Source: an optimization exercise on an open RTL-to-GDS flow (aim: small area). Production flows keep margins and buffers that such runs may drop. In this exercise RTL edits were held to simulation tests only and were not proved equivalent to the original. Power is estimated from default activity; no workload was simulated. The flow treats the clock pin as an ideal source, which a real chip does not have.

File: flow/standard.sh
#!/bin/bash
# synth_recipe.tcl (not shown) runs the flow's synth.tcl, then flattens the netlist and writes it again
# the make line also repeats each setting of config.mk as NAME=value (left out here)
make -C /OpenROAD-flow-scripts/flow DESIGN_CONFIG=/design/flow/config.mk WORK_HOME=/design/flow/orfs CLKGATE_MAP_FILE= SYNTH_SCRIPT=/design/flow/synth_recipe.tcl "${@:-finish}"
File: flow/flow/run.sh
#!/bin/bash
# Standard ORFS layout with two changes: ports are buffered with the
# smallest buffer, and CTS clusters more sinks per buffer without dummy loads.
set -euo pipefail
bash standard.sh \
  "BUFFER_PORTS_ARGS=-buffer_cell sky130_fd_sc_hd__buf_1" \
  "CTS_ARGS=-sink_clustering_enable -repair_clock_nets -dont_use_dummy_load -sink_clustering_size 20 -sink_clustering_max_diameter 60 -buf_list {sky130_fd_sc_hd__clkbuf_8}" \
  finish > standard_flow.log 2>&1
File: flow/config.mk
export PLATFORM = sky130hd
export DESIGN_NAME = vexec_unit
export DESIGN_NICKNAME = vexec_unit
export VERILOG_FILES = /design/flow/design.v
export SDC_FILE = /design/flow/constraint.sdc
export NUM_CORES = 4
export LEC_CHECK = 0
export ABC_AREA = 1
export CAP_MARGIN = 20
export CORE_MARGIN = 2
export CORE_UTILIZATION = 65
export SLEW_MARGIN = 20
File: flow/constraint.sdc
create_clock -name core_clock -period 5.0 [get_ports {clk}]
set_input_delay 1.0000 -clock core_clock [delete_from_list [all_inputs] [get_ports {clk}]]
set_output_delay 1.0000 -clock core_clock [all_outputs]
set_load 0.01 [all_outputs]
File: flow/design.v
`timescale 1ns/1ps
`default_nettype none
module vexec_unit
(
   input  wire         clk,
   input  wire         reset,
   input  wire         opcode_vld,
   input  wire  [31:0] opcode0,
   input  wire  [31:0] opcode1,
   output logic        inst_buff_full,
   output logic        ls_req_vld,
   output logic        ls_req_access_type,
   output logic [31:0] ls_req_access_length,
   output logic [4:0]  ls_req_vec_reg_ptr,
   output logic [31:0] ls_req_addr,
   input  wire         load_store_busy
);
   logic [31:0] ring [16];
   logic [31:0] vec_len;
   logic [3:0]  cnt;
   logic        clr;
   logic        phase;
   logic        pend;
   logic [3:0]  pdst;
   logic [31:0] w;
   logic [7:0]  op;
   logic        is_ls;
   logic        is_mtc;
   logic        is_mfc;
   logic        is_mov;
   logic [3:0]  idx;
   logic        match;
   logic        active;
   logic        done;
   logic        wr_imm;
   logic        wr_vl;
   logic        ld_vl;
   logic [31:0] rin;
   assign w      = phase ? opcode1 : opcode0;
   assign op     = w[31:24];
   assign is_ls  = (op == 8'd1) || (op == 8'd2);
   assign is_mtc = (op == 8'd3);
   assign is_mfc = (op == 8'd4);
   assign is_mov = (op == 8'd5);
   assign idx    = pend ? pdst : (is_mfc ? w[19:16] : w[11:8]);
   assign match  = (cnt == idx);
   assign active = opcode_vld && !clr;
   always_comb begin
      if (pend) begin
         done = match;
      end else if (is_ls) begin
         done = match && !load_store_busy;
      end else if (is_mtc || is_mfc) begin
         done = match;
      end else begin
         done = 1'b1;
      end
      done = done && active;
   end
   assign wr_imm = active && pend && match;
   assign wr_vl  = active && !pend && is_mfc && match;
   assign ld_vl  = active && !pend && is_mtc && match;
   assign rin    = ({32{wr_imm && !phase}} & opcode0)
                 | ({32{wr_imm &&  phase}} & opcode1)
                 | ({32{wr_vl}}            & vec_len)
                 | ({32{!clr && !wr_imm && !wr_vl}} & ring[0]);
   assign inst_buff_full = !(phase && done);
   always_ff @(posedge clk) begin
      for (int i = 0; i < 15; i++) begin
         ring[i] <= ring[i+1];
      end
      ring[15] <= rin;
      if (ld_vl || clr) begin
         vec_len <= rin;
      end
      if (active && !pend && is_mov) begin
         pdst <= w[19:16];
      end
   end
   always_ff @(posedge clk or negedge reset) begin
      if (!reset) begin
         cnt     <= '0;
         clr     <= 1'b1;
         phase   <= 1'b0;
         pend    <= 1'b0;
      end else begin
         cnt <= cnt + 1'b1;
         if (cnt == 4'd15) begin
            clr <= 1'b0;
         end
         if (done) begin
            phase <= !phase;
         end
         if (active) begin
            if (pend) begin
               if (match) begin
                  pend <= 1'b0;
               end
            end else if (is_mov) begin
               pend <= 1'b1;
            end
         end
      end
   end
   assign ls_req_vld           = active && !pend && is_ls && match && !load_store_busy;
   assign ls_req_access_type   = w[25];
   assign ls_req_access_length = vec_len;
   assign ls_req_vec_reg_ptr   = w[20:16];
   assign ls_req_addr          = ring[0];
endmodule
`default_nettype wire
==> results_dict.tcl, run 1 <==
set metrics [dict create \
    setup_violations 0 \
    cp.required_ns 4.00 \
    fmax_ghz 0.228 \
    drv_slew 0 \
    ys_seq_area_frac 0.867 \
    num-nets-final 1124 \
    multi_input_area_um2 1510 \
    synth_area_leader_cell "dfxtp_1" \
    hold_class "reg2reg" \
    stdcell_count 1323 \
    post-cts-setup-buffers 0 \
    initial_utilization 0.660 \
    portBuffers 139 \
    crit_path_end_kind "output pin" \
    ctsHoldBuffers 0 \
    tns_ns 0 \
    syn_avg_cell_area_um2 14.8 \
    diodes 0 \
    grt_pass1_wl_mm 31.9 \
    regArea_um2 11500 \
    coreArea_um2 20100 \
    clk_pin_slew_ns 0.10 \
    dpl.hpwl_mm 13.2 \
    netlist.area_leader.share 0.772 \
    r2r-end "vec_len[22]$_DFFE_PP_" \
    cts_sinks 555 \
    dp_cells 1289 \
    crit_path_start_kind "register" \
    cts_buffers 34 \
    synthCells 897 \
    die_width_um 147 \
    cts_tree "built" \
    power_density_nw_per_um2 466 \
    wire_per_inst_um 15.1 \
    die_area_um2 21600 \
    synth_top_family_by_area "simple AND/OR/NAND/NOR gates" \
    area_delta_synth_final_pct 9.44 \
    cts_root_buffer "clkbuf_8" \
    min_path_cells 0 \
    syn-num-nets 966 \
    period_needed_ns 4.38 \
    cts_resized 0 \
    min-delay-start "ring[10][20]$_DFF_P_" \
    whs_endpoint "ring[9][20]$_DFF_P_" \
    synthMuxAreaShare 0 \
    grt_pass1_vias 6328 \
    place_congestion 0.882 \
    rows 52 \
    slew_headroom 0.336 \
    ioPinCount 140 \
    arrival_ns 3.38 \
    cts_max_level 2 \
    p_leak_nw 5.70 \
    ys.flop_type "dfxtp_1" \
    post-route-period-util 0.876 \
    die_height_um 147 \
    cts_buffer_depth 3 \
    async_reset_ff_frac 0.0126 \
    status "timing/DRC/antenna clean" \
    drt_iter0_drc 296 \
    antenna_found_initial 0 \
    yosysWarnings 2 \
    vias_per_cell 4.81 \
    syn-cell-area_um2 13300 \
    skew_ns 0.0485 \
    synth_compound_area_frac 0.00264 \
    drv_cap 0 \
    synth-edff-count 36 \
    ff2ff_setup_slack_ns 1.36 \
    reg2reg_from "phase$_DFFE_PN0P_" \
    clock_latency_ns 0.54 \
    tightest_slew_ns 0.987 \
    grt_max_degree 41 \
    track_usage 0.189 \
    firstDrtPassIters 4 \
    path_class "reg2out" \
    nFillCells 1355 \
    synth-simple-area-share 0.108 \
    drt.antenna.violating_nets 0 \
    synth_seq_cells 555 \
    drc 0 \
    reg2reg_depth 16 \
    num_vias 6370 \
    synth_fa_ha_area_frac 0.000943 \
    path_max_fanout 29 \
    rsz0062_at_grt "no" \
    overflow 0 \
    wl_mm 20.0 \
    yosysUniqueCellTypes 32 \
    finalHoldViolCount 0 \
    drive_gt1_frac 0.0684 \
    netlist_top_cells_area "dfxtp_1 (77%), edfxtp_1 (8.1%), nand4_1 (2.9%), nand2_1 (2.8%), nand3_1 (2.7%)" \
    irDropWorstVdd_v 0.000362 \
    synth_xor_area_frac 0.00132 \
]
[per-stage QoR]
stage	worst slack (ns)	utilization	power (W)	cell area (um^2)	hold slack [ns]
detailed placement	1.16	0.699	0.00510	14100	0.312
finish	0.618	0.722	0.00676	14500	0.287
floorplan	0.116	-	0.00497	13300	0.310
global placement	1.19	0.699	0.00509	14100	0.310
CTS	0.630	0.722	0.00683	14500	0.288
global route	0.338	0.722	0.00705	14500	0.285
[where the power goes]
part | leakage [nW] | internal (W) | total (W) | switching, W
combinational | 0.985 | 0.000126 | 0.000481 | 0.000355
sequential | 4.47 | 0.00450 | 0.00452 | 0.0000124
clock | 0.244 | 0.000619 | 0.00176 | 0.00115
total | 5.70 | 0.00525 | 0.00676 | 0.00151
[kinds of logic (layout without fill, tap and decap cells)]
family / after synthesis / in the layout
buf+inv: 58 / 214
xor+xnor: 2 / 2
flops: 555 / 555
simple gates: 274 / 274
compound gates: 7 / 7
fa+ha+maj: 1 / 1
[synthesized netlist by cell type, types with 3 or more instances]
| master | number |
|---|---|
| clkbuf_1 | 11 |
| or2_2 | 6 |
| o21ai_0 | 4 |
| nand4_1 | 62 |
| nand2_2 | 9 |
| nor2_1 | 7 |
| edfxtp_1 | 36 |
| buf_2 | 5 |
| or2_1 | 3 |
| nor2_4 | 6 |
| nand3_1 | 71 |
| buf_4 | 3 |
| dfxtp_1 | 512 |
| buf_6 | 4 |
| inv_1 | 32 |
| dfrtp_1 | 6 |
| nand2_1 | 99 |
[worst max path at each step]
stage,from,to,slack [ns],cells after the start
floorplan,opcode0[24],vec_len[0]$_DFFE_PP_,0.12,13
global placement,opcode0[24],inst_buff_full,1.19,18
detailed placement,opcode0[24],inst_buff_full,1.16,18
CTS,phase$_DFFE_PN0P_,inst_buff_full,0.63,18
global route,phase$_DFFE_PN0P_,inst_buff_full,0.34,18
finish,phase$_DFFE_PN0P_,inst_buff_full,0.62,18
[layout by cell type (no fill, tap or decap), types with 9 or more instances in the layout]
master	netlist	layout
buf_1	0	139
clkbuf_8	0	34
dfxtp_1	512	512
edfxtp_1	36	36
inv_1	32	32
nand2_1	99	99
nand2_2	9	9
nand3_1	71	71
nand4_1	62	62
[sequential cells by signal (all words and copies together), names as in the netlist]
name / flops
pend: 1
clr: 1
vec_len: 32
cnt: 4
pdst: 4
phase: 1
ring: 512
[layout make-up]
class	count	area share
flip-flops and latches	555	0.792
inverters	35	0.00905
clock buffers	34	0.0322
multi-input cells	284	0.104
repair buffers	145	0.0390
well taps	270	0.0233
[critical path: stages (launching register included)]
cell,delay [ns]
dfrtp_1,0.37
buf_4,0.24
inv_2,0.42
nand2_1,0.12
nand2_2,0.13
nand2_2,0.09
nor2_4,0.20
nand2_4,0.13
nand2_1,0.08
nand3_1,0.11
nand3_1,0.10
nand2_1,0.09
nor2_4,0.21
nand3_4,0.14
nand2_1,0.09
nand2_1,0.06
nand2_1,0.07
nand2_1,0.05
buf_1,0.16
[routing by layer]
layer / track usage / vias up / wire length, um
li1: - / 3201 / -
met1: 0.259 / 2966 / 9330
met2: 0.300 / 148 / 9140
met3: 0.0382 / 55 / 852
met4: 0.0760 / 0 / 688
met5: 0 / - / 0
==> inputs of run 2 (changes only) <==
--- a/flow/config.mk
+++ b/flow/config.mk
@@ -5,7 +5,6 @@
 export SDC_FILE = /design/flow/constraint.sdc
 export NUM_CORES = 4
 export LEC_CHECK = 0
-export ABC_AREA = 1
 export CAP_MARGIN = 20
 export CORE_MARGIN = 2
 export CORE_UTILIZATION = 65
==> results_dict.tcl, run 2 <==
set metrics [dict create \
    clkPwrFrac 0.261 \
    rows 52 \
    initial_utilization 0.662 \
    setup_violations 0 \
    post-route-period-util 0.895 \
    drv_slew 0 \
    stdcell_count 1184 \
    reg2reg_from "phase$_DFFE_PN0P_" \
    cts_buffer_depth 3 \
    antenna_found_initial 0 \
    slew_headroom 0.250 \
    drv_cap 0 \
    syn-cell-area_um2 13300 \
    drive_gt1_frac 0.117 \
    path_max_fanout 27 \
    whs_ns 0.295 \
    async_reset_ff_frac 0.0126 \
    crit_path_end_kind "output pin" \
    drc 0 \
    period_needed_ns 4.48 \
    worstPathCellList "mux2_4 > or3_1 > a211o_1 > nand4_2 > nand4_2 > o21ai_0 > nand3_1 > buf_1" \
    crit_path_start_kind "register" \
    grt_pass1_vias 6201 \
    cp-endpoint "inst_buff_full" \
    dp_cells 1150 \
    ys_seq_area_frac 0.862 \
    yosysMostFrequentCell "dfxtp_1" \
    ys.flop_type "dfxtp_1" \
    wl_mm 20.5 \
    reg_top3 "ring x512, vec_len x32" \
    vias_per_cell 5.04 \
    place_congestion 0.800 \
    hold_class "reg2reg" \
    die_height_um 147 \
    p_switching_w 0.00148 \
    top_register "ring" \
    ff2ff_setup_slack_ns 1.21 \
    rsz0062_at_grt "no" \
    coreArea_um2 20200 \
    syn_avg_cell_area_um2 17.5 \
    cts_max_level 2 \
    synth_common_cells "dfxtp_1 (512), edfxtp_1 (36), a221o_1 (30)" \
    netlist_top_cells_area "dfxtp_1 (77%), edfxtp_1 (8.1%), a221o_1 (2.2%), mux2_2 (1.6%), dfrtp_1 (1.1%)" \
    die_width_um 147 \
    clk_pin_slew_ns 0.11 \
    nFillCells 1328 \
    area_delta_synth_final_pct 8.48 \
    track_usage 0.191 \
    irDropWorstVdd_v 0.000299 \
    synthCells 761 \
    drt.antenna.violating_nets 0 \
    path_depth 8 \
    die_area_um2 21700 \
    crit_path_start "phase$_DFFE_PN0P_" \
    synth-edff-count 36 \
    final_cell_mix "dfxtp_1 (512), buf_1 (139), edfxtp_1 (36), clkbuf_8 (34), a221o_1 (30)" \
    path_class "reg2out" \
    portBuffers 139 \
    p_leak_nw 5.60 \
    slowest_stage "dfrtp_2" \
    final_common_cell "dfxtp_1" \
    cp_common_cell "nand4_2" \
    swShare 0.216 \
    dpl.hpwl_mm 12.8 \
    ioPinCount 140 \
    grt_max_degree 33 \
    wire_per_inst_um 17.3 \
    post-cts-setup-buffers 0 \
    cts_resized 0 \
    reg2reg_depth 7 \
    cp.required_ns 4.00 \
    skew_ns 0.0376 \
    path_buf_inv 1 \
    cts_buffers 34 \
    multi_input_area_um2 1610 \
    finalHoldViolCount 0 \
    ctsHoldBuffers 0 \
    arrival_ns 3.48 \
    firstDrtPassIters 5 \
    clock_latency_ns 0.55 \
    max_stage_delay_ns 0.89 \
    r2r-end "vec_len[1]$_DFFE_PP_" \
    yosysUniqueCellTypes 62 \
    synth_area_leader_cell "dfxtp_1" \
    grt_pass1_wl_mm 32.3 \
    num_vias 5962 \
    largest_register_ff_count 512 \
    synth_seq_cells 555 \
    tightest_slew_ns 1.12 \
    seq_power_share 0.674 \
    crit_family "flip-flops" \
    diodes 0 \
    regArea_um2 11500 \
    num-nets-final 985 \
    cts_tree "built" \
    netlist.area_leader.share 0.768 \
    tns_ns 0 \
    overflow 0 \
    p_comb_frac 0.065 \
    power_density_nw_per_um2 471 \
    syn-num-nets 830 \
    p_int_w 0.00535 \
    yosysWarnings 2 \
    fmax_ghz 0.223 \
    status "timing/DRC/antenna clean" \
    drt_iter0_drc 328 \
    cts_root_buffer "clkbuf_8" \
    cts_sinks 555 \
]
-- run 2: changes by cell type after synthesis, moves of 8 or more --
cell / previous run / this run
nand2_1: 99 / 6
nand4_1: 62 / 0
nand3_1: 71 / 10
a221o_1: 0 / 30
inv_1: 32 / 3
mux2_2: 0 / 19
and3_2: 0 / 18
and3_1: 0 / 11
nand2_2: 9 / 0
clkbuf_1: 11 / 3
mux2_4: 0 / 8
-- run 2: how the worst min path moves through the flow --
| stage | start | endpoint | slack, ns | cells after the start |
|---|---|---|---|---|
| 2_1_floorplan | ring[1][0]$_DFF_P_ | ring[0][0]$_DFF_P_ | 0.31 | 0 |
| 3_3_place_gp | ring[1][20]$_DFF_P_ | ring[0][20]$_DFF_P_ | 0.31 | 0 |
| 3_5_place_dp | ring[14][26]$_DFF_P_ | ring[13][26]$_DFF_P_ | 0.31 | 0 |
| 4_1_cts | ring[4][10]$_DFF_P_ | ring[3][10]$_DFF_P_ | 0.29 | 0 |
| 5_1_grt | ring[6][23]$_DFF_P_ | ring[5][23]$_DFF_P_ | 0.30 | 0 |
| 6_report | ring[4][10]$_DFF_P_ | ring[3][10]$_DFF_P_ | 0.29 | 0 |
-- run 2: layout make-up --
type | instances | share of cell area
Multi-Input combinational cell | 179 | 0.111
Timing Repair Buffer | 142 | 0.0376
Clock buffer | 34 | 0.0323
Tap cell | 270 | 0.0233
Inverter | 4 | 0.00104
Sequential cell | 555 | 0.795
-- run 2: power groups by stage --
stage | combinational, W | clock, W | sequential [W]
2_1_floorplan | 0.000426 | 0 | 0.00463
3_3_place_gp | 0.000424 | 0 | 0.00469
3_5_place_dp | 0.000439 | 0 | 0.00470
4_1_cts | 0.000441 | 0.00184 | 0.00460
5_1_grt | 0.000472 | 0.00201 | 0.00461
6_report | 0.000444 | 0.00178 | 0.00460
-- run 2: metrics by stage --
stage	total power [W]	worst slack (ns)	utilization	area, um^2
after floorplan	0.00505	0.385	-	13400
after global placement	0.00512	1.02	0.695	14000
after detailed placement	0.00514	0.927	0.695	14000
after CTS	0.00688	0.524	0.718	14500
after global routing	0.00709	0.327	0.718	14500
final	0.00682	0.524	0.718	14500
-- run 2: kinds of logic (layout without fill, tap and decap cells) --
| kind of cell | count (synthesis) | after routing | synth area share |
|---|---|---|---|
| DFF | 555 | 555 | 0.862 |
| and+or+nand+nor | 90 | 90 | 0.0492 |
| AOI/OAI and AO/OA | 51 | 51 | 0.0346 |
| muxes | 33 | 33 | 0.0317 |
| buffers and inverters | 27 | 180 | 0.0189 |
| xor gates and xnor gates | 4 | 4 | 0.00262 |
| adders and majority gates | 1 | 1 | 0.000937 |
-- run 2: per-layer routing --
metal | wire length (um) | vias up | global-route usage | share of wire
li1 | - | 2853 | - | -
met1 | 9510 | 2873 | 0.269 | 0.47
met2 | 9270 | 187 | 0.298 | 0.45
met3 | 1170 | 49 | 0.0401 | 0.057
met4 | 502 | 0 | 0.0712 | 0.025
met5 | 0 | - | 0 | 0
==> inputs of run 3 (changes only) <==
--- a/flow/design.v
+++ b/flow/design.v
@@ -21,6 +21,12 @@
    logic        clr;
    logic        phase;
    logic        pend;
+   logic        rq;
+   logic        park;
+   logic [3:0]  pc;
+   logic        issue;
+   logic        unpark;
+   logic        hold;
    logic [3:0]  pdst;
    logic [31:0] w;
    logic [7:0]  op;
@@ -44,30 +50,42 @@
    assign is_mov = (op == 8'd5);
    assign idx    = pend ? pdst : (is_mfc ? w[19:16] : w[11:8]);
    assign match  = (cnt == idx);
-   assign active = opcode_vld && !clr;
+   assign active = opcode_vld && !clr && !park;
    always_comb begin
       if (pend) begin
          done = match;
       end else if (is_ls) begin
-         done = match && !load_store_busy;
+         done = rq && !load_store_busy;
       end else if (is_mtc || is_mfc) begin
          done = match;
       end else begin
          done = 1'b1;
       end
-      done = done && active;
+      done = done && opcode_vld && (active || rq);
    end
    assign wr_imm = active && pend && match;
    assign wr_vl  = active && !pend && is_mfc && match;
    assign ld_vl  = active && !pend && is_mtc && match;
+   assign issue  = active && !pend && is_ls && match;
+   assign unpark = park && !rq && (pc == 4'd0);
+   assign hold   = issue || (park && !unpark);
    assign rin    = ({32{wr_imm && !phase}} & opcode0)
                  | ({32{wr_imm &&  phase}} & opcode1)
                  | ({32{wr_vl}}            & vec_len)
-                 | ({32{!clr && !wr_imm && !wr_vl}} & ring[0]);
+                 | ({32{!clr && !wr_imm && !wr_vl && !hold}} & ring[0])
+                 | ({32{hold}}             & ring[1]);
    assign inst_buff_full = !(phase && done);
    always_ff @(posedge clk) begin
-      for (int i = 0; i < 15; i++) begin
+      if (!hold) begin
+         ring[0] <= ring[1];
+      end
+      for (int i = 1; i < 15; i++) begin
          ring[i] <= ring[i+1];
+      end
+      if (issue) begin
+         pc <= 4'd1;
+      end else if (park) begin
+         pc <= (pc == 4'd14) ? 4'd0 : pc + 1'b1;
       end
       ring[15] <= rin;
       if (ld_vl || clr) begin
@@ -83,8 +101,23 @@
          clr     <= 1'b1;
          phase   <= 1'b0;
          pend    <= 1'b0;
+         rq      <= 1'b0;
+         park    <= 1'b0;
       end else begin
-         cnt <= cnt + 1'b1;
+         if (!hold) begin
+            cnt <= cnt + 1'b1;
+         end
+         if (issue) begin
+            rq   <= 1'b1;
+            park <= 1'b1;
+         end else begin
+            if (!load_store_busy) begin
+               rq <= 1'b0;
+            end
+            if (unpark) begin
+               park <= 1'b0;
+            end
+         end
          if (cnt == 4'd15) begin
             clr <= 1'b0;
          end
@@ -102,7 +135,7 @@
          end
       end
    end
-   assign ls_req_vld           = active && !pend && is_ls && match && !load_store_busy;
+   assign ls_req_vld           = rq;
    assign ls_req_access_type   = w[25];
    assign ls_req_access_length = vec_len;
    assign ls_req_vec_reg_ptr   = w[20:16];
==> results_dict.tcl, run 3 <==
set metrics [dict create \
    clkPwrFrac 0.217 \
    largest_register_ff_count 512 \
    cts_max_level 2 \
    slew_headroom 0.322 \
    swShare 0.237 \
    cts_buffers 34 \
    cts_buffer_depth 3 \
    drv_slew 0 \
    antenna_found_initial 0 \
    grt_pass1_vias 6839 \
    synthCells 833 \
    grt_max_degree 36 \
    pre_cts_ws_ns 0.548 \
    synth_common_cells "dfxtp_1 (484), edfxtp_1 (68), a221o_1 (32)" \
    syn-cell-area_um2 13800 \
    clock_latency_ns 0.53 \
    p_leak_nw 5.65 \
    rows 53 \
    vias_per_cell 5.23 \
    grt_pass1_wl_mm 36.3 \
    tightest_slew_ns 1.01 \
    seq_power_share 0.689 \
    ff2ff_setup_slack_ns 0.87 \
    whs_ns 0.249 \
    p_int_w 0.00627 \
    fmax_ghz 0.214 \
    final_common_cell "dfxtp_1" \
    yosysUniqueCellTypes 52 \
    async_reset_ff_frac 0.0160 \
    rsz0062_at_grt "no" \
    drt_iter0_drc 429 \
    path_buf_inv 1 \
    crit_family "simple AND/OR/NAND/NOR gates" \
    ioPinCount 140 \
    die_width_um 150 \
    power_density_nw_per_um2 543 \
    hold_class "reg2reg" \
    drv_cap 0 \
    cp.required_ns 4.00 \
    top_register "ring" \
    wl_mm 24.0 \
    synth_area_leader_cell "dfxtp_1" \
    p_switching_w 0.00194 \
    clk_pin_slew_ns 0.11 \
    syn_avg_cell_area_um2 16.6 \
    path_max_fanout 32 \
    die_area_um2 22400 \
    synth_seq_cells 561 \
    max_stage_delay_ns 0.73 \
    finalHoldViolCount 0 \
    final_cell_mix "dfxtp_1 (484), buf_1 (139), edfxtp_1 (68), clkbuf_8 (34), a221o_1 (32)" \
    wire_per_inst_um 18.9 \
    cts_sinks 561 \
    num-nets-final 1064 \
    dpl.hpwl_mm 15.4 \
    drc 0 \
    ctsHoldBuffers 0 \
    diodes 0 \
    cts_tree "built" \
    path_class "reg2out" \
    firstDrtPassIters 5 \
    drt.antenna.violating_nets 0 \
    overflow 0 \
    cts_root_buffer "clkbuf_8" \
    skew_ns 0.0613 \
    slowest_stage "dfrtp_4" \
    area_delta_synth_final_pct 9.81 \
    track_usage 0.215 \
    yosysWarnings 2 \
    portBuffers 139 \
    netlist_top_cells_area "dfxtp_1 (70%), edfxtp_1 (15%), a221o_1 (2.3%), mux2i_1 (1.5%), dfrtp_1 (1.5%)" \
    ys.flop_type "dfxtp_1" \
    crit_path_start_kind "register" \
    coreArea_um2 20900 \
    yosysMostFrequentCell "dfxtp_1" \
    synth-edff-count 68 \
    setup_violations 0 \
    crit_path_end_kind "output pin" \
    initial_utilization 0.660 \
    irDropWorstVdd_v 0.000372 \
    timing.final.ws_setup_ns 0.335 \
    status "timing/DRC/antenna clean" \
    reg_top3 "ring x512, vec_len x32" \
    final_util 0.725 \
    period_needed_ns 4.67 \
    ys_seq_area_frac 0.867 \
    die_height_um 150 \
    syn-num-nets 902 \
    num_vias 6637 \
    post-route-period-util 0.933 \
    drive_gt1_frac 0.0695 \
    place_congestion 0.787 \
    netlist.area_leader.share 0.703 \
    arrival_ns 3.67 \
    tns_ns 0 \
    p_comb_frac 0.094 \
    worstPathCellList "nor4_2 > a22oi_1 > or4_1 > o221ai_1 > xor2_1 > nand4_1 > a21oi_1 > nand2_1 > buf_1" \
]
## run 3: cell types whose count changed after synthesis, moves of 13 or more
cell      change
a21oi_1      +21
and3_2       -18
clkbuf_1     +13
dfxtp_1      -28
edfxtp_1     +32
mux2i_1      +20
nor2_1       +28
nor3_1       +25
## run 3: power by group through the flow
stage | Sequential, W | Combinational (W) | Clock, W
after global placement | 0.00572 | 0.000747 | 0
after global routing | 0.00573 | 0.000836 | 0.00202
after detailed placement | 0.00575 | 0.000773 | 0
final | 0.00566 | 0.000772 | 0.00178
after CTS | 0.00566 | 0.000778 | 0.00186
after floorplan | 0.00557 | 0.000550 | 0
## run 3: metal layers
layer  vias to the layer above  track usage  share of wire
li1                       3170            -              -
met1                      3244        0.287           0.45
met2                       164        0.344           0.47
met3                        59       0.0470          0.051
met4                         0       0.0881          0.032
met5                         -            0              0
## run 3: layout make-up
cell class / count / area [um^2]
well taps: 275 / 344
flip-flops and latches: 561 / 12000
clock buffers: 34 / 468
fillers: 1396 / 5750
repair buffers: 152 / 632
multi-input cells: 241 / 1720
inverters: 5 / 18.8
## run 3: per-stage QoR
| stage | area, um^2 | power (W) | instances |
|---|---|---|---|
| finish | 15100 | 0.00821 | 1268 |
| global route | 15100 | 0.00858 | 1268 |
| CTS | 15100 | 0.00830 | 1268 |
| detailed placement | 14700 | 0.00652 | 1234 |
| global placement | 14700 | 0.00646 | 1234 |
| floorplan | 13800 | 0.00612 | 833 |
## run 3: kinds of logic after synthesis
logic type                 after synthesis  share of synthesized area
buffers and inverters                   31                    0.00962
AOI/OAI and AO/OA                       98                     0.0546
adders and majority gates                1                   0.000907
xor gates and xnor gates                 9                    0.00572
muxes                                   33                     0.0256
DFF                                    561                      0.867
and+or+nand+nor                        100                     0.0362
## run 3: worst paths after layout
path                       cells after the start              endpoint                 from
setup / recovery                               9        inst_buff_full    phase$_DFFE_PN0P_
hold / removal                                 0   ring[8][25]$_DFF_P_  ring[9][25]$_DFF_P_
setup reg to reg                               9  vec_len[7]$_DFFE_PP_    phase$_DFFE_PN0P_
hold reg to reg                                0   ring[8][25]$_DFF_P_  ring[9][25]$_DFF_P_
max in group asynchronous                      1     phase$_DFFE_PN0P_                reset
min in group asynchronous                      1    cnt[2]$_DFFE_PN0P_                reset
## run 3: repair_timing
item | in CTS | in global routing
setup endpoints to repair | 0 | 1
gates resized for setup | 0 | 1
buffers inserted | 0 | 0
## run 3: worst reg2reg max path: stages (launching register included)
cell	delay (ns)
dfrtp_4	0.73
nor4_2	0.41
a22oi_1	0.24
or4_1	0.54
o221ai_1	0.10
xor2_1	0.19
nand4_1	0.35
o311a_1	0.63
buf_4	0.33
a221o_1	0.37
==> inputs of run 4 (changes only) <==
==> flow/design.v (replaced) <==
`timescale 1ns/1ps
`default_nettype none
module vexec_unit
(
   input  wire         clk,
   input  wire         reset,
   input  wire         opcode_vld,
   input  wire  [31:0] opcode0,
   input  wire  [31:0] opcode1,
   output logic        inst_buff_full,
   output logic        ls_req_vld,
   output logic        ls_req_access_type,
   output logic [31:0] ls_req_access_length,
   output logic [4:0]  ls_req_vec_reg_ptr,
   output logic [31:0] ls_req_addr,
   input  wire         load_store_busy
);
   logic [31:0] ring [16];
   logic [31:0] vec_len;
   logic [3:0]  cnt;
   logic        clr;
   logic        phase;
   logic        pend;
   logic [3:0]  pdst;
   logic        s_op0;
   logic        s_op1;
   logic        s_vl;
   logic        s_keep;
   logic [31:0] w;
   logic [7:0]  op;
   logic        is_ls;
   logic        is_mtc;
   logic        is_mfc;
   logic        is_mov;
   logic [3:0]  cnt_nx;
   logic        clr_nx;
   logic        match;
   logic        active;
   logic        done;
   logic        stay;
   logic        ld_vl;
   logic        n_op0;
   logic        n_op1;
   logic        n_vl;
   logic [31:0] rin;
   assign w      = phase ? opcode1 : opcode0;
   assign op     = w[31:24];
   assign is_ls  = (op == 8'd1) || (op == 8'd2);
   assign is_mtc = (op == 8'd3);
   assign is_mfc = (op == 8'd4);
   assign is_mov = (op == 8'd5);
   assign match  = (cnt == w[11:8]);
   assign active = opcode_vld && !clr;
   assign cnt_nx = cnt + 1'b1;
   assign clr_nx = clr && (cnt != 4'd15);
   always_comb begin
      if (pend) begin
         done = s_op0 || s_op1;
      end else if (is_ls) begin
         done = active && match && !load_store_busy;
      end else if (is_mtc) begin
         done = active && match;
      end else if (is_mfc) begin
         done = s_vl;
      end else begin
         done = active;
      end
   end
   assign ld_vl = active && !pend && is_mtc && match;
   assign stay  = active && !done;
   assign n_op0 = stay && pend && !phase && (cnt_nx == pdst);
   assign n_op1 = stay && pend &&  phase && (cnt_nx == pdst);
   assign n_vl  = stay && !pend && is_mfc && (cnt_nx == w[19:16]);
   assign rin = ({32{s_op0}}  & opcode0)
              | ({32{s_op1}}  & opcode1)
              | ({32{s_vl}}   & vec_len)
              | ({32{s_keep}} & ring[0]);
   assign inst_buff_full = !(phase && done);
   always_ff @(posedge clk) begin
      for (int i = 0; i < 15; i++) begin
         ring[i] <= ring[i+1];
      end
      ring[15] <= rin;
      if (ld_vl || clr) begin
         vec_len <= rin;
      end
      if (active && !pend && is_mov) begin
         pdst <= w[19:16];
      end
   end
   always_ff @(posedge clk or negedge reset) begin
      if (!reset) begin
         cnt    <= '0;
         clr    <= 1'b1;
         phase  <= 1'b0;
         pend   <= 1'b0;
         s_op0  <= 1'b0;
         s_op1  <= 1'b0;
         s_vl   <= 1'b0;
         s_keep <= 1'b0;
      end else begin
         cnt    <= cnt_nx;
         clr    <= clr_nx;
         s_op0  <= n_op0;
         s_op1  <= n_op1;
         s_vl   <= n_vl;
         s_keep <= !clr_nx && !n_op0 && !n_op1 && !n_vl;
         if (done) begin
            phase <= !phase;
         end
         if (active) begin
            if (pend) begin
               if (done) begin
                  pend <= 1'b0;
               end
            end else if (is_mov) begin
               pend <= 1'b1;
            end
         end
      end
   end
   assign ls_req_vld           = active && !pend && is_ls && match && !load_store_busy;
   assign ls_req_access_type   = w[25];
   assign ls_req_access_length = vec_len;
   assign ls_req_vec_reg_ptr   = w[20:16];
   assign ls_req_addr          = ring[0];
endmodule
`default_nettype wire
==> flow/flow/run.sh (replaced) <==
#!/bin/bash
# Standard ORFS layout with two changes: ports are buffered with the
# smallest buffer, and CTS clusters more sinks per buffer without dummy loads.
set -euo pipefail
bash standard.sh \
  "BUFFER_PORTS_ARGS=-buffer_cell sky130_fd_sc_hd__buf_1" \
  "CTS_ARGS=-sink_clustering_enable -repair_clock_nets -dont_use_dummy_load -sink_clustering_size 23 -sink_clustering_max_diameter 50 -buf_list {sky130_fd_sc_hd__clkbuf_8}" \
  finish > standard_flow.log 2>&1
==> results_dict.tcl, run 4 <==
set metrics [dict create \
    status "timing/DRC/antenna clean" \
    cts_tree "built" \
    post-route-period-util 0.815 \
    cp-endpoint "ls_req_vld" \
    cts_sinks 559 \
    track_usage 0.181 \
    p_leak_nw 5.53 \
    period_needed_ns 4.08 \
    tightest_slew_ns 0.754 \
    crit_path_start_kind "register" \
    vias_per_cell 4.86 \
    finalHoldViolCount 0 \
    cts_buffer_depth 3 \
    rows 51 \
    firstDrtPassIters 5 \
    num-nets-final 986 \
    grt_pass1_wl_mm 30.1 \
    place_congestion 0.830 \
    setup_violations 0 \
    grt_pass1_vias 5841 \
    syn_avg_cell_area_um2 17.1 \
    rsz0062_at_grt "no" \
    slew_headroom 0.497 \
    drc 0 \
    clk_pin_slew_ns 0.12 \
    path_class "reg2out" \
    synth_area_leader_cell "dfxtp_1" \
    tns_ns 0 \
    cts_resized 0 \
    drive_gt1_frac 0.0568 \
    diodes 0 \
    final_common_cell "dfxtp_1" \
    r2r-end "vec_len[1]$_DFFE_PP_" \
    ys_seq_area_frac 0.899 \
    cts_root_buffer "clkbuf_8" \
    drt_iter0_drc 397 \
    async_reset_ff_frac 0.0197 \
    irDropWorstVdd_v 0.000439 \
    arrival_ns 3.08 \
    die_width_um 145 \
    reg2reg_from "phase$_DFFE_PN0P_" \
    yosysUniqueCellTypes 40 \
    syn-cell-area_um2 12900 \
    swShare 0.201 \
    fmax_ghz 0.245 \
    ioPinCount 140 \
    largest_register_ff_count 512 \
    final_util 0.730 \
    reg_top3 "ring x512, vec_len x32" \
    num_vias 5737 \
    final_cell_mix "dfxtp_1 (512), buf_1 (139), a22oi_1 (64), edfxtp_1 (36), clkbuf_8 (34)" \
    yosysWarnings 2 \
    path_max_fanout 14 \
    post-cts-setup-buffers 0 \
    netlist.area_leader.share 0.794 \
    stdcell_count 1180 \
    yosysMostFrequentCell "dfxtp_1" \
    antenna_found_initial 0 \
    wl_mm 18.8 \
    seq_power_share 0.695 \
    skew_ns 0.0496 \
    crit_path_start "phase$_DFFE_PN0P_" \
    ff2ff_setup_slack_ns 1.95 \
    hold_class "reg2reg" \
    cts_max_level 2 \
    total_power_w 0.00655 \
    clkPwrFrac 0.271 \
    ys.flop_type "dfxtp_1" \
    synth_common_cells "dfxtp_1 (512), a22oi_1 (64), edfxtp_1 (36)" \
    die_area_um2 21000 \
    min-delay-start "ring[14][15]$_DFF_P_" \
    crit_path_end_kind "output pin" \
    synthCells 755 \
    syn-num-nets 824 \
    die_height_um 145 \
    drv_slew 0 \
    dp_cells 1146 \
    area_delta_synth_final_pct 10.1 \
    drv_cap 0 \
    synth_seq_cells 559 \
    power_density_nw_per_um2 461 \
    wire_per_inst_um 16.0 \
    clock_latency_ns 0.54 \
    grt_max_degree 34 \
    synth-edff-count 36 \
    p_switching_w 0.00131 \
    p_int_w 0.00524 \
    ctsHoldBuffers 0 \
    portBuffers 139 \
    netlist_top_cells_area "dfxtp_1 (79%), edfxtp_1 (8.4%), a22oi_1 (3.7%), dfrtp_1 (1.9%), nand2_1 (0.96%)" \
    reg2reg_depth 7 \
    dpl.hpwl_mm 11.9 \
    coreArea_um2 19500 \
    initial_utilization 0.663 \
    cts_buffers 34 \
    drt.antenna.violating_nets 0 \
    cp.required_ns 4.00 \
    overflow 0 \
    top_register "ring" \
    p_comb_frac 0.034 \
]
## run 4: cell types whose count changed in the layout (fill, tap and decap cells not counted), moves of 23 or more
cell | previous run | this run
a221o_1 | 32 | 0
a22oi_1 | 10 | 64
dfxtp_1 | 484 | 512
edfxtp_1 | 68 | 36
nor2_1 | 30 | 7
nor3_1 | 29 | 5
## run 4: power by group through the flow
stage	clock network [W]	logic (W)	registers (W)
after floorplan	0	0.000156	0.00463
after global placement	0	0.000218	0.00465
after detailed placement	0	0.000221	0.00465
after CTS	0.00184	0.000222	0.00455
after global routing	0.00201	0.000240	0.00456
final	0.00177	0.000225	0.00455
## run 4: cell type report
cell class              instances  area [um^2]
multi-input cells             171         1210
fillers                      1269         5250
clock buffers                  34          468
flip-flops and latches        559        11600
repair buffers                145          567
well taps                     265          332
inverters                       6         22.5
## run 4: per-stage QoR
step | cell area, um^2 | hold WS, ns | setup slack [ns]
after floorplan | 12900 | 0.310 | 0.965
after global placement | 13700 | 0.310 | 1.14
after detailed placement | 13700 | 0.312 | 1.08
after CTS | 14200 | 0.273 | 0.946
after global routing | 14200 | 0.272 | 0.613
final | 14200 | 0.274 | 0.923
## run 4: metal layers
metal	share of wire	wire (um)	up-vias	GRT usage
met5	0	0	-	0
met4	0.020	371	0	0.0579
met3	0.061	1150	35	0.0472
met2	0.44	8260	174	0.268
met1	0.48	9050	2727	0.265
li1	-	-	2801	-
## run 4: worst min path at each step
stage | end | slack (ns) | cells after the start
floorplan | ring[0][0]$_DFF_P_ | 0.31 | 0
CTS | ring[2][14]$_DFF_P_ | 0.27 | 0
finish | ring[13][15]$_DFF_P_ | 0.27 | 0
global route | ring[2][14]$_DFF_P_ | 0.27 | 0
detailed placement | ring[12][15]$_DFF_P_ | 0.31 | 0
global placement | ring[13][22]$_DFF_P_ | 0.31 | 0
## run 4: kinds of logic (layout without fill, tap and decap cells)
logic type,count (synthesis),count (layout),share of synthesized area
compound gates,78,78,0.0460
xor+xnor,17,17,0.0115
fa+ha+maj,2,2,0.00174
buf+inv,25,185,0.00814
flops,559,559,0.899
mux,12,12,0.00979
simple gates,62,62,0.0235
## run 4: critical path: stages, from the launching register on
cell	delay, ns
dfrtp_1	0.64
buf_4	0.34
mux2i_1	0.41
xnor2_1	0.16
nor3_1	0.21
nand3_1	0.19
a2111oi_0	0.39
buf_1	0.20
==> inputs of run 5 (changes only) <==
==> flow/flow/run.sh (replaced) <==
#!/bin/bash
# Standard ORFS layout with two changes: ports are buffered with the
# smallest buffer, and CTS clusters more sinks per buffer without dummy loads.
set -euo pipefail
bash standard.sh \
  "BUFFER_PORTS_ARGS=-buffer_cell sky130_fd_sc_hd__buf_1" \
  "CTS_ARGS=-sink_clustering_enable -repair_clock_nets -dont_use_dummy_load -sink_clustering_size 20 -sink_clustering_max_diameter 60 -buf_list {sky130_fd_sc_hd__clkbuf_8}" \
  finish > standard_flow.log 2>&1
==> results_dict.tcl, run 5 <==
set metrics [dict create \
    status "timing/DRC/antenna clean" \
    setup_violations 0 \
    netlist_top_cells_area "dfxtp_1 (79%), edfxtp_1 (8.4%), a22oi_1 (3.7%), dfrtp_1 (1.9%), nand2_1 (0.96%)" \
    largest_register_ff_count 512 \
    clk_pin_slew_ns 0.11 \
    synthMuxAreaShare 0.00979 \
    initial_utilization 0.663 \
    irDropWorstVdd_v 0.000327 \
    power_density_nw_per_um2 462 \
    overflow 0 \
    whs_ns 0.286 \
    yosysWarnings 2 \
    ctsHoldBuffers 0 \
    slowest_stage "dfrtp_1" \
    yosysMostFrequentCell "dfxtp_1" \
    p_leak_nw 5.53 \
    netlist.area_leader.share 0.794 \
    syn-num-nets 824 \
    stdcell_count 1180 \
    rsz0062_at_grt "no" \
    place_congestion 0.830 \
    regArea_um2 11600 \
    syn_avg_cell_area_um2 17.1 \
    firstDrtPassIters 4 \
    met2WireLength_mm 8.24 \
    cts_sinks 559 \
    worstPathCellList "buf_4 > mux2i_1 > xnor2_1 > nor3_1 > nand3_1 > a2111oi_0 > buf_1" \
    drt.antenna.violating_nets 0 \
    max_stage_delay_ns 0.63 \
    num-nets-final 986 \
    ioPinCount 140 \
    synth_compound_area_frac 0.0460 \
    rows 51 \
    nFillCells 1270 \
    drv_cap 0 \
    path_class "reg2out" \
    multi_input_area_um2 1210 \
    final_cell_mix "dfxtp_1 (512), buf_1 (139), a22oi_1 (64), edfxtp_1 (36), clkbuf_8 (34)" \
    synth_seq_cells 559 \
    grt_pass1_vias 5788 \
    min_path_cells 0 \
    hold_class "reg2reg" \
    crit_path_start_kind "register" \
    die_area_um2 21000 \
    vias_per_cell 4.91 \
    track_usage 0.182 \
    cp.required_ns 4.00 \
    wl_met1_mm 8.92 \
    path_max_fanout 14 \
    grt_pass1_wl_mm 30.2 \
    diodes 0 \
    tns_ns 0 \
    cts_buffers 34 \
    drv_slew 0 \
    wl_mm 19.0 \
    cts_max_level 2 \
    reg2reg_depth 7 \
    dpl.hpwl_mm 11.9 \
    die_width_um 145 \
    period_needed_ns 4.10 \
    crit_family "flip-flops" \
    cts_tree "built" \
    yosysUniqueCellTypes 40 \
    drive_gt1_frac 0.0568 \
    synth-simple-area-share 0.0235 \
    crit_path_end_kind "output pin" \
    grt_max_degree 34 \
    clock_latency_ns 0.54 \
    drt_iter0_drc 341 \
    synth_top_family_by_area "compound AO/OA/AOI/OAI gates" \
    final_util 0.730 \
    cts_resized 0 \
    ys_seq_area_frac 0.899 \
    wl_met3_mm 1.49 \
    path_buf_inv 2 \
    wire_per_inst_um 16.1 \
    die_height_um 145 \
    top_register "ring" \
    cts_buffer_depth 3 \
    arrival_ns 3.10 \
    portBuffers 139 \
    area_delta_synth_final_pct 10.1 \
    slew_headroom 0.496 \
    ys.flop_type "dfxtp_1" \
    cts_root_buffer "clkbuf_8" \
    skew_ns 0.0452 \
    path_depth 7 \
    post-route-period-util 0.820 \
    tightest_slew_ns 0.756 \
    finalHoldViolCount 0 \
    synth_fa_ha_area_frac 0.00174 \
    synth_xor_area_frac 0.0115 \
    synth_common_cells "dfxtp_1 (512), a22oi_1 (64), edfxtp_1 (36)" \
    async_reset_ff_frac 0.0197 \
    num_vias 5791 \
    synth_area_leader_cell "dfxtp_1" \
    final_common_cell "dfxtp_1" \
    reg_top3 "ring x512, vec_len x32" \
    post-cts-setup-buffers 0 \
    dp_cells 1146 \
    antenna_found_initial 0 \
    drc 0 \
    coreArea_um2 19500 \
    highest_layer "met4" \
    fmax_ghz 0.244 \
    synth-edff-count 36 \
    syn-cell-area_um2 12900 \
    synthCells 755 \
]
run 5: cell counts after synthesis:
Identical to the previous run, type by type.
run 5: cells by family after synthesis:
family / after synthesis
buffers and inverters: 25
AO/OA/AOI/OAI: 78
XOR/XNOR: 17
AND/OR/NAND/NOR: 62
multiplexers: 12
adder cells (fa/ha/maj): 2
flip-flops: 559
run 5: metal layers:
layer | vias up | track usage
met3 | 38 | 0.0528
met2 | 190 | 0.269
li1 | 2798 | -
met4 | 0 | 0.0520
met1 | 2765 | 0.266
met5 | - | 0
run 5: final timing paths:
kind,startpoint,end,slack [ns]
min in group asynchronous,reset,cnt[0]$_DFF_PN0_,0.44
max in group asynchronous,reset,s_op0$_DFF_PN0_,4.14
hold / removal,ring[14][15]$_DFF_P_,ring[13][15]$_DFF_P_,0.29
setup reg to reg,phase$_DFFE_PN0P_,vec_len[14]$_DFFE_PP_,1.94
setup / recovery,phase$_DFFE_PN0P_,ls_req_vld,0.90
hold reg to reg,ring[14][15]$_DFF_P_,ring[13][15]$_DFF_P_,0.29
run 5: per-stage QoR:
step           instance area, um^2  total power, W  setup WS [ns]
6_report                     14200         0.00657          0.899
5_1_grt                      14200         0.00682          0.596
4_1_cts                      14200         0.00663          0.932
3_5_place_dp                 13700         0.00487           1.08
3_3_place_gp                 13700         0.00487           1.14
2_1_floorplan                12900         0.00479          0.965
run 5: where the power goes:
| group | internal (W) | leakage [nW] | switching (W) | total [W] |
|---|---|---|---|---|
| registers | 0.00453 | 4.57 | 0.0000261 | 0.00455 |
| clock network | 0.000619 | 0.244 | 0.00117 | 0.00179 |
| logic | 0.0000915 | 0.719 | 0.000133 | 0.000224 |
run 5: area by class of cell:
cell class,instances,share of cell area
well taps,265,0.0233
flip-flops and latches,559,0.817
multi-input cells,171,0.0855
clock buffers,34,0.0329
inverters,6,0.00158
repair buffers,145,0.0399
==> inputs of run 6 (changes only) <==
--- a/flow/design.v
+++ b/flow/design.v
@@ -84,6 +84,10 @@
       if (ld_vl || clr) begin
          vec_len <= rin;
       end
+      s_op0  <= n_op0;
+      s_op1  <= n_op1;
+      s_vl   <= n_vl;
+      s_keep <= !clr_nx && !n_op0 && !n_op1 && !n_vl;
       if (active && !pend && is_mov) begin
          pdst <= w[19:16];
       end
@@ -94,17 +98,9 @@
          clr    <= 1'b1;
          phase  <= 1'b0;
          pend   <= 1'b0;
-         s_op0  <= 1'b0;
-         s_op1  <= 1'b0;
-         s_vl   <= 1'b0;
-         s_keep <= 1'b0;
       end else begin
          cnt    <= cnt_nx;
          clr    <= clr_nx;
-         s_op0  <= n_op0;
-         s_op1  <= n_op1;
-         s_vl   <= n_vl;
-         s_keep <= !clr_nx && !n_op0 && !n_op1 && !n_vl;
          if (done) begin
             phase <= !phase;
          end
--- a/flow/config.mk
+++ b/flow/config.mk
@@ -7,5 +7,5 @@
 export LEC_CHECK = 0
 export CAP_MARGIN = 20
 export CORE_MARGIN = 2
-export CORE_UTILIZATION = 65
+export CORE_UTILIZATION = 80
 export SLEW_MARGIN = 20
==> results_dict.tcl, run 6 <==
set metrics [dict create \
    slew_headroom 0.331 \
    netlist.area_leader.share 0.803 \
    hold_class "in2async" \
    path_class "in2out" \
    grt_pass1_wl_mm 35.3 \
    firstDrtPassIters 5 \
    cp.required_ns 4.00 \
    drv_slew 0 \
    finalHoldViolCount 0 \
    drt.antenna.violating_nets 0 \
    grtUsageMet2 0.500 \
    yosysWarnings 2 \
    syn_avg_cell_area_um2 17.0 \
    drv_cap 0 \
    portBuffers 139 \
    period_needed_ns 4.15 \
    path_max_fanout 5 \
    die_height_um 131 \
    overflow 0 \
    cts_tree "built" \
    cp_common_cell "buf_1" \
    async_reset_ff_frac 0.0125 \
    use_met1 0.345 \
    track_usage 0.283 \
    drc 0 \
    crit_path_end_kind "output pin" \
    grt_max_degree 33 \
    wl_mm 24.1 \
    post-cts-setup-buffers 0 \
    ioPinCount 140 \
    post-route-period-util 0.830 \
    crit_path_start "opcode1[30]" \
    arrival_ns 3.15 \
    yosysMostFrequentCell "dfxtp_1" \
    p_leak_nw 5.60 \
    grt_pass1_vias 6523 \
    cts_sinks 559 \
    final_cell_mix "dfxtp_1 (516), buf_1 (139), a22oi_1 (65), nand2_1 (37), edfxtp_1 (36)" \
    ys_seq_area_frac 0.901 \
    diodes 0 \
    drt_iter0_drc 378 \
    synth_common_cells "dfxtp_1 (516), a22oi_1 (65), nand2_1 (37)" \
    power_density_nw_per_um2 465 \
    clock_latency_ns 0.58 \
    cp-endpoint "inst_buff_full" \
    status "timing/DRC/antenna clean" \
    synth_area_leader_cell "dfxtp_1" \
    antenna_found_initial 0 \
    yosysUniqueCellTypes 37 \
    cts_root_buffer "clkbuf_8" \
    reg_top3 "ring x512, vec_len x32" \
    initial_utilization 0.813 \
    top_usage_layer "met2" \
    netlist_top_cells_area "dfxtp_1 (80%), edfxtp_1 (8.4%), a22oi_1 (3.8%), dfrtp_1 (1.2%), nand2_1 (1.1%)" \
    fmax_ghz 0.241 \
    final_common_cell "dfxtp_1" \
    syn-num-nets 824 \
    die_area_um2 17100 \
    ctsHoldBuffers 0 \
    top_register "ring" \
    cts_buffers 31 \
    num-nets-final 984 \
    tightest_slew_ns 1.00 \
    r2r-end "vec_len[17]$_DFFE_PP_" \
    largest_register_ff_count 512 \
    area_delta_synth_final_pct 9.32 \
    setup_violations 0 \
    tns_ns 0 \
    stdcell_area_um2 14100 \
    num_vias 6147 \
    reg2reg_depth 7 \
    dpl_cell_area_um2 13600 \
    wire_per_inst_um 21.3 \
    syn-cell-area_um2 12900 \
    ys.flop_type "dfxtp_1" \
    worstPathCellList "buf_1 > or4b_1 > o22a_2 > or3_4 > mux2i_1 > o31ai_1 > nand2_1 > buf_1" \
    place_congestion 0.810 \
    path_buf_inv 2 \
    cts_resized 0 \
    vias_per_cell 5.44 \
    use_met3 0.0570 \
    reg2reg_from "phase$_DFFE_PN0P_" \
    dpl.hpwl_mm 14.9 \
    drive_gt1_frac 0.0537 \
    die_width_um 131 \
    synth-edff-count 36 \
    max_stage_delay_ns 0.53 \
    cts_buffer_depth 3 \
    irDropWorstVdd_v 0.000370 \
    synth_seq_cells 559 \
    coreArea_um2 15800 \
    slowest_stage "or4b_1" \
    cts_max_level 1 \
    synthCells 755 \
    clk_pin_slew_ns 0.11 \
    ff2ff_setup_slack_ns 1.70 \
    skew_ns 0.0260 \
    path_depth 8 \
    rsz0062_at_grt "no" \
    crit_family "simple AND/OR/NAND/NOR gates" \
    rows 46 \
    crit_path_start_kind "input port" \
    total_power_w 0.00654 \
]
-- run 6: cell count changes in the layout (fill, tap and decap cells not counted), moves of 2 or more --
cell / change
dfrtp_1: -4
dfxtp_1: +4
inv_1: -4
nand2_1: +4
clkbuf_8: -3
nor2b_1: +3
mux2_2: +2
nand3_1: -2
o21ai_0: -2
-- run 6: kinds of logic (layout without fill, tap and decap cells) --
| family | Yosys count | in the layout | share of synthesized area |
|---|---|---|---|
| DFF | 559 | 559 | 0.901 |
| AOI/OAI and AO/OA | 76 | 76 | 0.0438 |
| and+or+nand+nor | 70 | 70 | 0.0265 |
| buffers and inverters | 20 | 178 | 0.00652 |
| xor gates and xnor gates | 16 | 16 | 0.0109 |
| muxes | 13 | 13 | 0.0108 |
| adders and majority gates | 1 | 1 | 0.000972 |
-- run 6: worst min path at each step --
stage | from | end | slack (ns) | cells past startpoint
floorplan | ring[1][0]$_DFF_P_ | ring[0][0]$_DFF_P_ | 0.31 | 0
detailed placement | ring[11][2]$_DFF_P_ | ring[10][2]$_DFF_P_ | 0.31 | 0
finish | reset | cnt[3]$_DFF_PN0_ | 0.32 | 1
global route | reset | cnt[2]$_DFF_PN0_ | 0.28 | 1
global placement | ring[15][7]$_DFF_P_ | ring[14][7]$_DFF_P_ | 0.31 | 0
CTS | reset | cnt[2]$_DFF_PN0_ | 0.28 | 1
-- run 6: per-stage QoR --
stage | instances | hold WS, ns | setup slack, ns | util
after detailed placement | 1098 | 0.312 | 0.928 | 0.862
after global placement | 1098 | 0.310 | 0.996 | 0.862
after global routing | 1129 | 0.279 | 0.824 | 0.889
after floorplan | 755 | 0.310 | 0.210 | -
final | 1129 | 0.316 | 0.850 | 0.889
after CTS | 1129 | 0.283 | 0.903 | 0.889
-- run 6: layout make-up --
cell class / count / area, um^2
Clock buffer: 31 / 427
Timing Repair Buffer: 145 / 567
Sequential cell: 559 / 11600
Fill cell: 551 / 1760
Tap cell: 216 / 270
Multi-Input combinational cell: 176 / 1210
Inverter: 2 / 7.51
-- run 6: power breakdown --
part	internal, W	switching (W)	leakage (nW)
Clock	0.000560	0.00116	0.223
Combinational	0.0000927	0.000156	0.688
Sequential	0.00454	0.0000233	4.69
-- run 6: layer usage --
layer | vias to the layer above | wire length (um)
met3 | 63 | 1330
met1 | 2988 | 9730
met2 | 289 | 12300
li1 | 2807 | -
met5 | - | 0
met4 | 0 | 670
==> inputs of run 7 (changes only) <==
--- a/flow/config.mk
+++ b/flow/config.mk
@@ -7,5 +7,5 @@
 export LEC_CHECK = 0
 export CAP_MARGIN = 20
 export CORE_MARGIN = 2
-export CORE_UTILIZATION = 80
+export CORE_UTILIZATION = 65
 export SLEW_MARGIN = 20
==> results_dict.tcl, run 7 <==
set metrics [dict create \
    status "timing/DRC/antenna clean" \
    drive_gt1_frac 0.0538 \
    cts_buffers 31 \
    synth-edff-count 36 \
    tightest_slew_ns 0.877 \
    cp.required_ns 4.00 \
    timing.final.ws_setup_ns 0.877 \
    cts_max_level 1 \
    syn_avg_cell_area_um2 17.0 \
    arrival_ns 3.12 \
    yosysMostFrequentCell "dfxtp_1" \
    syn-cell-area_um2 12900 \
    wl_mm 19.2 \
    pre_cts_ws_ns 0.921 \
    place_congestion 0.848 \
    setup_violations 0 \
    vias_per_cell 4.89 \
    die_height_um 145 \
    drv_slew 0 \
    synth_common_cells "dfxtp_1 (516), a22oi_1 (65), nand2_1 (37)" \
    swShare 0.203 \
    top_register "ring" \
    cts_root_buffer "clkbuf_8" \
    stdcell_area_um2 14100 \
    finalHoldViolCount 0 \
    async_reset_ff_frac 0.0125 \
    initial_utilization 0.661 \
    cts_buffer_depth 3 \
    slew_headroom 0.415 \
    drv_cap 0 \
    ctsHoldBuffers 0 \
    area_delta_synth_final_pct 9.70 \
    tns_ns 0 \
    p_leak_nw 5.59 \
    seq_power_share 0.700 \
    grt_max_degree 34 \
    netlist.area_leader.share 0.803 \
    die_area_um2 20900 \
    path_class "in2out" \
    post-route-period-util 0.825 \
    num-nets-final 982 \
    slowest_stage "or4_1" \
    final_common_cell "dfxtp_1" \
    clock_latency_ns 0.61 \
    hold_class "in2async" \
    synth_area_leader_cell "dfxtp_1" \
    drt_iter0_drc 271 \
    clk_pin_slew_ns 0.11 \
    firstDrtPassIters 4 \
    track_usage 0.184 \
    num_vias 5754 \
    rsz0062_at_grt "no" \
    irDropWorstVdd_v 0.000310 \
    post-cts-setup-buffers 0 \
    crit_path_end_kind "output pin" \
    clkPwrFrac 0.263 \
    ys_seq_area_frac 0.901 \
    skew_ns 0.0352 \
    period_needed_ns 4.12 \
    antenna_found_initial 0 \
    portBuffers 139 \
    wire_per_inst_um 16.4 \
    worstPathCellList "buf_1 > or4_1 > o22a_2 > or3_4 > mux2i_1 > o31ai_1 > nand2_1 > buf_1" \
    largest_register_ff_count 512 \
    yosysWarnings 2 \
    max_stage_delay_ns 0.52 \
    cts_tree "built" \
    whs_ns 0.277 \
    rows 51 \
    syn-num-nets 824 \
    crit_path_start_kind "input port" \
    coreArea_um2 19500 \
    path_max_fanout 5 \
    netlist_top_cells_area "dfxtp_1 (80%), edfxtp_1 (8.4%), a22oi_1 (3.8%), dfrtp_1 (1.2%), nand2_1 (1.1%)" \
    grt_pass1_wl_mm 29.2 \
    yosysUniqueCellTypes 37 \
    fmax_ghz 0.243 \
    final_cell_mix "dfxtp_1 (514), buf_1 (139), a22oi_1 (65), nand2_1 (37), edfxtp_1 (36)" \
    cts_resized 0 \
    die_width_um 145 \
    dpl_cell_area_um2 13700 \
    crit_family "simple AND/OR/NAND/NOR gates" \
    p_switching_w 0.00132 \
    ioPinCount 140 \
    reg_top3 "ring x512, vec_len x32" \
    cts_sinks 559 \
    p_comb_frac 0.037 \
    power_density_nw_per_um2 462 \
    ys.flop_type "dfxtp_1" \
    synth_seq_cells 559 \
    drt.antenna.violating_nets 0 \
    synthCells 755 \
    diodes 0 \
    p_int_w 0.00519 \
    drc 0 \
    path_buf_inv 2 \
    cp_common_cell "buf_1" \
    overflow 0 \
    dpl.hpwl_mm 12.3 \
    grt_pass1_vias 5579 \
]
==> run 7: cell counts after synthesis <==
Identical to the previous run, type by type.
==> run 7: worst paths after layout <==
check | from | endpoint | slack [ns] | depth (start not counted)
min in group core_clock | ring[11][29]$_DFF_P_ | ring[10][29]$_DFF_P_ | 0.32 | 0
hold reg to reg | ring[11][29]$_DFF_P_ | ring[10][29]$_DFF_P_ | 0.32 | 0
setup / recovery | opcode0[28] | inst_buff_full | 0.88 | 8
max in group asynchronous | reset | clr$_DFF_PN1_ | 4.38 | 1
hold / removal | reset | cnt[2]$_DFF_PN0_ | 0.28 | 1
setup reg to reg | phase$_DFFE_PN0P_ | vec_len[17]$_DFFE_PP_ | 2.09 | 7
==> run 7: power by group through the flow <==
| stage | registers, W | logic (W) | clock network [W] |
|---|---|---|---|
| finish | 0.00456 | 0.000238 | 0.00172 |
| global route | 0.00457 | 0.000255 | 0.00195 |
| CTS | 0.00456 | 0.000237 | 0.00179 |
| detailed placement | 0.00466 | 0.000236 | 0 |
| global placement | 0.00466 | 0.000229 | 0 |
| floorplan | 0.00465 | 0.000151 | 0 |
==> run 7: per-stage QoR <==
| step | power [W] | utilization | cells |
|---|---|---|---|
| 3_3_place_gp | 0.00489 | 0.703 | 1145 |
| 6_report | 0.00651 | 0.725 | 1176 |
| 5_1_grt | 0.00677 | 0.725 | 1176 |
| 3_5_place_dp | 0.00490 | 0.703 | 1145 |
| 2_1_floorplan | 0.00480 | - | 755 |
| 4_1_cts | 0.00658 | 0.725 | 1176 |
==> run 7: worst register-to-register path: cells and delay by family (launching register included) <==
kind | cells | cell delay [ns]
flip-flops | 1 | 0.43
AO/OA/AOI/OAI | 1 | 0.45
buffers and inverters | 2 | 0.80
multiplexers | 2 | 0.53
AND/OR/NAND/NOR | 2 | 0.36
==> run 7: kinds of logic (layout without fill, tap and decap cells) <==
group	after synthesis	after routing	share of synthesized area
compound gates	76	76	0.0438
xor+xnor	16	16	0.0109
fa+ha+maj	1	1	0.000972
buf+inv	20	176	0.00652
flops	559	559	0.901
mux	13	13	0.0108
simple gates	70	70	0.0265
==> run 7: layer usage <==
metal	routed length (um)	part of all wire	vias to the layer above	track usage
met5	0	0	-	0
met4	487	0.025	0	0.0649
met3	1250	0.065	38	0.0421
met2	8560	0.44	168	0.282
met1	8940	0.46	2749	0.261
li1	-	-	2799	-
==> run 7: layout make-up <==
| type | count | area (um^2) |
|---|---|---|
| inverters | 2 | 7.51 |
| multi-input cells | 176 | 1210 |
| well taps | 265 | 332 |
| flip-flops and latches | 559 | 11600 |
| clock buffers | 31 | 427 |
| repair buffers | 143 | 552 |
| fillers | 1309 | 5350 |
==> inputs of run 8 (changes only) <==
==> flow/flow/run.sh (replaced) <==
#!/bin/bash
# Standard ORFS layout with two changes: ports are buffered with the
# smallest buffer, and CTS clusters more sinks per buffer without dummy loads.
set -euo pipefail
bash standard.sh \
  "BUFFER_PORTS_ARGS=-buffer_cell sky130_fd_sc_hd__buf_1" \
  "CTS_ARGS=-sink_clustering_enable -repair_clock_nets -dont_use_dummy_load -sink_clustering_size 40 -sink_clustering_max_diameter 60 -buf_list {sky130_fd_sc_hd__clkbuf_16}" \
  finish > standard_flow.log 2>&1
==> results_dict.tcl, run 8 <==
set metrics [dict create \
    finalHoldViolCount 0 \
    tightest_slew_ns 0.874 \
    cts_tree "built" \
    tns_ns 0 \
    netlist_top_cells_area "dfxtp_1 (80%), edfxtp_1 (8.4%), a22oi_1 (3.8%), dfrtp_1 (1.2%), nand2_1 (1.1%)" \
    status "timing/DRC/antenna clean" \
    final_cell_mix "dfxtp_1 (514), buf_1 (139), a22oi_1 (65), nand2_1 (37), edfxtp_1 (36)" \
    wire_per_inst_um 16.5 \
    ff2ff_setup_slack_ns 2.08 \
    path_class "in2out" \
    synth-edff-count 36 \
    post-cts-setup-buffers 0 \
    dpl_cell_area_um2 13700 \
    syn-cell-area_um2 12900 \
    yosysUniqueCellTypes 37 \
    power_density_nw_per_um2 474 \
    whs_endpoint "ring[11][26]$_DFF_P_" \
    skew_ns 0.0502 \
    drv_slew 0 \
    portBuffers 139 \
    top_register "ring" \
    cp.required_ns 4.00 \
    drt.antenna.violating_nets 0 \
    async_reset_ff_frac 0.0125 \
    yosysMostFrequentCell "dfxtp_1" \
    cts_buffers 22 \
    whs_ns 0.279 \
    post-route-period-util 0.825 \
    total_power_w 0.00675 \
    ys_seq_area_frac 0.901 \
    synthCells 755 \
    netlist.area_leader.share 0.803 \
    firstDrtPassIters 4 \
    rows 51 \
    stdcell_area_um2 14200 \
    syn_avg_cell_area_um2 17.0 \
    cts_max_level 1 \
    synth_area_leader_cell "dfxtp_1" \
    area_delta_synth_final_pct 10.7 \
    grt_pass1_vias 5468 \
    diodes 0 \
    vias_per_cell 4.90 \
    coreArea_um2 19500 \
    drc 0 \
    initial_utilization 0.661 \
    track_usage 0.183 \
    die_width_um 145 \
    ioPinCount 140 \
    cts_sinks 559 \
    yosysWarnings 2 \
    fmax_ghz 0.242 \
    overflow 0 \
    min-delay-start "ring[12][26]$_DFF_P_" \
    cts_resized 0 \
    irDropWorstVdd_v 0.000296 \
    cts_buffer_depth 3 \
    antenna_found_initial 0 \
    final_util 0.732 \
    wl_mm 19.2 \
    crit_path_start_kind "input port" \
    period_needed_ns 4.13 \
    synth_common_cells "dfxtp_1 (516), a22oi_1 (65), nand2_1 (37)" \
    hold_class "reg2reg" \
    dpl.hpwl_mm 12.3 \
    setup_violations 0 \
    ctsHoldBuffers 0 \
    synth_seq_cells 559 \
    place_congestion 0.848 \
    final_common_cell "dfxtp_1" \
    die_area_um2 20900 \
    grt_pass1_wl_mm 28.9 \
    crit_path_end_kind "output pin" \
    drive_gt1_frac 0.0443 \
    slew_headroom 0.418 \
    drv_cap 0 \
    arrival_ns 3.13 \
    rsz0062_at_grt "no" \
    ys.flop_type "dfxtp_1" \
    num_vias 5713 \
    min_path_cells 0 \
    r2r-end "vec_len[13]$_DFFE_PP_" \
    reg2reg_depth 7 \
    die_height_um 145 \
    syn-num-nets 824 \
    path_max_fanout 5 \
    largest_register_ff_count 512 \
    drt_iter0_drc 340 \
    grt_max_degree 41 \
    clk_pin_slew_ns 0.12 \
    reg_top3 "ring x512, vec_len x32" \
    clock_latency_ns 0.55 \
    cts_root_buffer "clkbuf_16" \
    reg2reg_from "phase$_DFFE_PN0P_" \
    num-nets-final 973 \
    p_leak_nw 5.63 \
]
-- run 8: cell counts after synthesis --
No cell type changed its count.
-- run 8: worst max-delay path, cell delays in order --
cell and delay, ns:
buf_1 0.08, or4_1 0.52, o22a_2 0.28, or3_4 0.41, mux2i_1 0.15, o31ai_1 0.37, nand2_1 0.14, buf_1 0.16
-- run 8: cells by family (layout without fill, tap and decap cells) --
family / after synthesis / in the layout / synth area share
adder cells (fa/ha/maj): 1 / 1 / 0.000972
flip-flops: 559 / 559 / 0.901
XOR/XNOR: 16 / 16 / 0.0109
multiplexers: 13 / 13 / 0.0108
buffers and inverters: 20 / 167 / 0.00652
AO/OA/AOI/OAI: 76 / 76 / 0.0438
AND/OR/NAND/NOR: 70 / 70 / 0.0265
-- run 8: how the worst max path moves through the flow --
stage | startpoint | endpoint | slack [ns]
6_report | opcode0[28] | inst_buff_full | 0.87
5_1_grt | opcode0[28] | inst_buff_full | 0.83
4_1_cts | opcode0[28] | inst_buff_full | 0.91
3_5_place_dp | opcode0[28] | inst_buff_full | 0.92
3_3_place_gp | opcode1[28] | inst_buff_full | 0.94
2_1_floorplan | opcode1[28] | vec_len[0]$_DFFE_PP_ | 0.21
-- run 8: layout make-up --
| class | count | area, um^2 |
|---|---|---|
| Timing Repair Buffer | 143 | 552 |
| Fill cell | 1274 | 5230 |
| Multi-Input combinational cell | 176 | 1210 |
| Clock buffer | 22 | 551 |
| Tap cell | 265 | 332 |
| Sequential cell | 559 | 11600 |
| Inverter | 2 | 7.51 |
-- run 8: through the flow --
stage | worst slack, ns | instances
after floorplan | 0.210 | 755
after global placement | 0.942 | 1145
after detailed placement | 0.921 | 1145
after CTS | 0.905 | 1167
after global routing | 0.827 | 1167
final | 0.873 | 1167
-- run 8: where the power goes --
| part | leakage [nW] | switching [W] | internal, W |
|---|---|---|---|
| registers | 4.69 | 0.0000208 | 0.00454 |
| logic | 0.679 | 0.000145 | 0.0000926 |
| clock network | 0.271 | 0.00116 | 0.000795 |
| total | 5.63 | 0.00132 | 0.00543 |
-- run 8: layer usage --
| layer | vias up | routed length, um | global-route usage |
|---|---|---|---|
| li1 | 2790 | - | - |
| met1 | 2723 | 9020 | 0.260 |
| met2 | 160 | 8620 | 0.282 |
| met3 | 40 | 1050 | 0.0395 |
| met4 | 0 | 549 | 0.0639 |
| met5 | - | 0 | 0 |

==> separate check: timing with driven ports <==
The flow's constraints put no driver on any port. The routed layouts listed below were extracted and timed again, unchanged, in two steps. Step 1 assumes that a clkbuf_16 drives the clock port and a buf_2 every other input. Step 2, shift: input delay + t, output delay - t, t = (earliest + latest rising clock arrival at the registers) / 2. This alone moves slack from input paths to output paths. a / b / c = ideal ports / drivers / drivers and shift; a / b = the first two.
run | t, ns | slack for setup (ns) | clock arrival spread, ns
run 1 | 0.559 | 0.618 / 0.575 / 1.099 | 0.055 / 0.056
run 2 | 0.571 | 0.524 / 0.480 / 0.851 | 0.038 / 0.039
run 3 | 0.553 | 0.335 / 0.290 / 0.506 | 0.070 / 0.070
run 4 | 0.557 | 0.923 / 0.883 / 1.058 | 0.058 / 0.058
run 5 | 0.564 | 0.899 / 0.860 / 1.051 | 0.055 / 0.055
run 6 | 0.611 | 0.850 / 0.820 / 0.820 | 0.029 / 0.029
run 7 | 0.627 | 0.877 / 0.857 / 0.857 | 0.040 / 0.039
run 8 | 0.567 | 0.873 / 0.853 / 0.853 | 0.056 / 0.055
After both steps setup and hold are still met in every run listed. The setup slack of run 6, which loses most, moves by -0.030 ns with the drivers and by -0.030 ns with both steps.
